What follows belongs to an exercise in optimizing a design on an open flow for small area; a production flow would make more cautious choices. Where RTL was checked, it was by simulation tests only, not by an equivalence proof against the original. Power and IR drop assume default switching activity.

## rev 12
==> flow/design.v <==
`default_nettype none
package ep_reg_pkg;
  typedef logic [16-1:0] reg_addr_t;
  typedef logic [32-1:0] reg_data_t;
  typedef struct packed {
    reg_addr_t addr;
    logic      wren;      
    reg_data_t wr_data;   
  } reg_req_t;
endpackage
`default_nettype wire
`default_nettype none
package ep_dma_pkg;
  typedef logic [64-1:0] dma_word_t;
  typedef logic [$clog2(16):0] tx_level_t;
endpackage
`default_nettype wire
`timescale 1ns/1ns
`default_nettype none
module ep_user_app (
  input  wire logic                  trn_clk_c,
  input  wire logic                  rst_n,
  input  wire logic                  link_up_n,
  input  wire logic                  req,
  input  wire logic [48:0]           reg_req,    
  output logic                       ack,
  output logic [31:0]                rd_data,
  output logic                       tx_valid,
  output logic [63:0]                tx_data,
  input  wire logic                  tx_ready
);
  logic        clr;
  logic [15:0] addr;
  logic        wren;
  logic [31:0] wr_data;
  assign clr     = !rst_n || link_up_n;
  assign addr    = reg_req[48:33];
  assign wren    = reg_req[32];
  assign wr_data = reg_req[31:0];
  logic [1:0] st;
  logic       cmd_valid;
  always_ff @(posedge trn_clk_c) begin
    if (clr) begin
      st <= 2'b00;
    end else begin
      st[0] <= !st[1] && (st[0] || req);
      st[1] <= st[0] || (st[1] && req);
    end
  end
  assign cmd_valid = st[0] && !st[1];
  assign ack       = st[1] && !st[0];
  logic        ctrl_en;
  logic [31:0] scratch;
  logic        hit_ctrl, hit_scr, hit_lo, hit_hi, hit_id;
  logic [1:0]  rsel;
  logic        sel_scr, sel_id;
  assign hit_ctrl = (addr == 16'h0000);
  assign hit_scr  = (addr == 16'h0001);
  assign hit_lo   = (addr == 16'h0002);
  assign hit_hi   = (addr == 16'h0003);
  assign hit_id   = (addr == 16'h0220);
  logic [31:0] wd;
  assign wd = clr ? 32'b0 : wr_data;
  logic [31:0] scratch_n;
  always_ff @(posedge trn_clk_c) begin
    if (clr || (cmd_valid && wren && hit_ctrl)) ctrl_en <= wd[0];
    if (clr || (cmd_valid && wren && hit_scr))  scratch_n <= ~wd;
  end
  assign scratch = ~scratch_n;
  always_ff @(posedge trn_clk_c) begin
    if (cmd_valid) begin
      rsel[1] <= !wren && (hit_scr || hit_id);
      rsel[0] <= !wren && (hit_id || (hit_ctrl && ctrl_en));
    end
  end
  assign sel_scr = rsel[1] && !rsel[0];
  assign sel_id  = rsel[1] && rsel[0];
  assign rd_data = ({32{sel_scr}} & scratch)
                 | ({32{sel_id}} & 32'h8888_7777)
                 | {31'b0, rsel[0]};
  logic [63:0] head;
  logic [3:0]  level;
  logic        push;
  logic [1:0]  pat_load;
  logic        go, pop;
  logic [3:0]  addend;
  logic [63:0] sum;
  assign pat_load[0] = cmd_valid && wren && hit_lo;
  assign pat_load[1] = cmd_valid && wren && hit_hi;
  assign tx_valid = (level != 4'd0);
  assign pop      = tx_valid && tx_ready;
  assign go       = ctrl_en && !(level >= 4'(16 - 2));
  assign addend = (pat_load != 2'b00) ? (level + {3'b0, push}) : {3'b0, pop};
  logic [4:0]  lo_sum;
  logic [14:0] grp_ones;                  
  logic [15:0] below_ones;                
  logic [59:0] run_ones;                  
  assign lo_sum = {1'b0, head[3:0]} + {1'b0, addend};
  always_comb begin
    below_ones[0] = 1'b1;
    for (int k = 0; k < 15; k++) begin
      grp_ones[k]       = &head[4*k+4 +: 4];
      below_ones[k + 1] = below_ones[k] & grp_ones[k];
    end
    for (int k = 0; k < 15; k++) begin
      run_ones[4*k]     = below_ones[k];
      run_ones[4*k + 1] = below_ones[k] & head[4*k+4];
      run_ones[4*k + 2] = below_ones[k] & (&head[4*k+4 +: 2]);
      run_ones[4*k + 3] = below_ones[k] & (&head[4*k+4 +: 3]);
    end
  end
  assign sum = {head[63:4] ^ ({60{lo_sum[4]}} & run_ones), lo_sum[3:0]};
  always_ff @(posedge trn_clk_c) begin
    head[31:0]  <= (clr || pat_load[0]) ? wd : sum[31:0];
    head[63:32] <= (clr || pat_load[1]) ? wd : sum[63:32];
    if (clr) begin
      level <= '0;
      push  <= 1'b0;
    end else begin
      if (pat_load != 2'b00) begin
        level <= '0;
        push  <= 1'b0;
      end else begin
        level <= level + {3'b0, push} - {3'b0, pop};
        push  <= go;
      end
    end
  end
  assign tx_data = head;
endmodule
`default_nettype wire
export LEC_CHECK = 0
export CAP_MARGIN = 10
export CORE_MARGIN = 2
export CORE_UTILIZATION = 65
export CTS_BUF_LIST = sky130_fd_sc_hd__clkbuf_4 sky130_fd_sc_hd__clkbuf_8
export SLEW_MARGIN = 10
create_clock -name core_clock -period 5.0 [get_ports {trn_clk_c}]
standard.sh (not shown) runs the stock make flow with config.mk's settings and CLKGATE_MAP_FILE= SYNTH_SCRIPT=/design/flow/synth_recipe.tcl, a recipe that flattens the netlist after the stock synthesis.
==> flow/flow/run.sh <==
#!/bin/bash
# ORFS layout through the standard.sh, with these changes:
#  - synthesis: no Kogge-Stone carry map, no full/half-adder cell map, and an
#    area-leaning ABC script (flow/abc_area.script); registers are unchanged
#  - port buffers use the smallest buffer cell
#  - clock tree synthesis without dummy loads
set -euo pipefail
W=$(pwd)
export MY_ABC_SCRIPT=$W/flow/abc_area.script
export BUFFER_PORTS_ARGS="-buffer_cell sky130_fd_sc_hd__buf_1"
bash standard.sh \
  "SYNTH_SCRIPT=$W/flow/synth.tcl" \
  "SYNTH_OPERATIONS_ARGS=-nofsm" \
  "ADDER_MAP_FILE=" \
  "BUFFER_PORTS_ARGS=$BUFFER_PORTS_ARGS" \
  "CTS_ARGS=-sink_clustering_enable -repair_clock_nets -dont_use_dummy_load -buf_list {sky130_fd_sc_hd__clkbuf_4 sky130_fd_sc_hd__clkbuf_8}" \
  finish > standard_flow.log 2>&1
==> flow/flow/abc_area.script <==
strash
&get -n
&st
&syn3
&dch -f
&nf -a -R 2000 -E 1000
&put
topo
==> flow/flow/synth.tcl <==
proc synth {args} { yosys synth -nofsm -noshare {*}$args }
proc abc {args} {
  set i [lsearch -exact $args -script]
  if {$i >= 0 && [info exists ::env(MY_ABC_SCRIPT)] && $::env(MY_ABC_SCRIPT) ne ""} {
    set args [lreplace $args [expr {$i + 1}] [expr {$i + 1}] $::env(MY_ABC_SCRIPT)]
  }
  yosys abc {*}$args
}
source $::env(SCRIPTS_DIR)/synth.tcl
# left out here: clear keep_hierarchy, flatten, clean up, hide names made inside functions, write 1_2_yosys.v
Setup changes, rev 12 to rev 13
--- a/flow/design.v
+++ b/flow/design.v
@@ -49,14 +49,13 @@
   end
   assign cmd_valid = st[0] && !st[1];
   assign ack       = st[1] && !st[0];
   logic        ctrl_en;
   logic [31:0] scratch;
   logic        hit_ctrl, hit_scr, hit_lo, hit_hi, hit_id;
-  logic [1:0]  rsel;
-  logic        sel_scr, sel_id;
+  logic        sel_scr, sel_id, rd_one;    
   assign hit_ctrl = (addr == 16'h0000);
   assign hit_scr  = (addr == 16'h0001);
   assign hit_lo   = (addr == 16'h0002);
   assign hit_hi   = (addr == 16'h0003);
   assign hit_id   = (addr == 16'h0220);
   logic [31:0] wd;
@@ -66,21 +65,20 @@
     if (clr || (cmd_valid && wren && hit_ctrl)) ctrl_en <= wd[0];
     if (clr || (cmd_valid && wren && hit_scr))  scratch_n <= ~wd;
   end
   assign scratch = ~scratch_n;
   always_ff @(posedge trn_clk_c) begin
     if (cmd_valid) begin
-      rsel[1] <= !wren && (hit_scr || hit_id);
-      rsel[0] <= !wren && (hit_id || (hit_ctrl && ctrl_en));
+      sel_scr <= !wren && hit_scr;
+      sel_id  <= !wren && hit_id;
+      rd_one  <= !wren && hit_ctrl && ctrl_en;
     end
   end
-  assign sel_scr = rsel[1] && !rsel[0];
-  assign sel_id  = rsel[1] && rsel[0];
   assign rd_data = ({32{sel_scr}} & scratch)
                  | ({32{sel_id}} & 32'h8888_7777)
-                 | {31'b0, rsel[0]};
+                 | {31'b0, rd_one};
   logic [63:0] head;
   logic [3:0]  level;
   logic        push;
   logic [1:0]  pat_load;
   logic        go, pop;
   logic [3:0]  addend;
--- outcome ---
Rev 13 against rev 12: die area has increased; combined global-route utilization of all metal layers has decreased; setup slack decreased by 0.083 ns relative to the old numbers.
Summary: with rev 12 as the reference, design internal power in rev 13 moved up slightly.
Via count ends up lower on rev 13.
Rev 12 vs rev 13, critical path launch point: reg_req[46] vs reg_req[37]
From rev 12 to rev 13 the numbers moved as follows: wire length of the first global-routing pass down 2.7%; fraction of area in registers up 0.21 points.
Between rev 13 and rev 12, the relative area of non-clock buffer cells in the final design figures differ only marginally.
Relative to rev 12, post-placement cell area increased by 0.72% in rev 13.
Termination of the worst setup path: head[43]$_DFF_P_ -> rev 12, head[63]$_DFF_P_ -> rev 13
When rev 13 is measured against rev 12, its met3 usage turns out 0.47 points higher.
Rev 13 has more flip-flops than rev 12.
Diff rev 12 and rev 13: share of the clock period used by the worst path higher in rev 13
Delta (rev 13 minus rev 12): register area now sits higher; area growth from synthesis to layout now sits at about the same level.
For rev 12, only the layout was checked, not whether the RTL still works.

==> re-timing with driven ports <==
How much do the figures lean on ideal ports? The routed layouts below were timed once more, with nothing changed but the port constraints.
Step 1 (the two cells are an assumption about what drives the block):
set clk [get_ports {trn_clk_c}]
set_driving_cell -lib_cell sky130_fd_sc_hd__clkbuf_16 $clk
set_driving_cell -lib_cell sky130_fd_sc_hd__buf_2 [delete_from_list [all_inputs] $clk]
Step 2, shift: input delay + t, output delay - t, t = (earliest + latest rising clock arrival at the registers) / 2. This alone moves slack from input paths to output paths.
Three values: no drivers, after step 1, after step 2; two values: the first two.
| run | shift t [ns] | slack for setup (ns) | latest minus earliest clock arrival (ns) |
|---|---|---|---|
| rev 12 | 0.382 | 0.491 / 0.502 / 0.121 | 0.025 / 0.025 |
| rev 13 | 0.376 | 0.409 / 0.414 / 0.038 | 0.037 / 0.037 |
After both steps every run listed still meets setup and hold. The setup slack of rev 13, which loses most, moves by +0.005 ns with the drivers and by -0.371 ns with both steps.
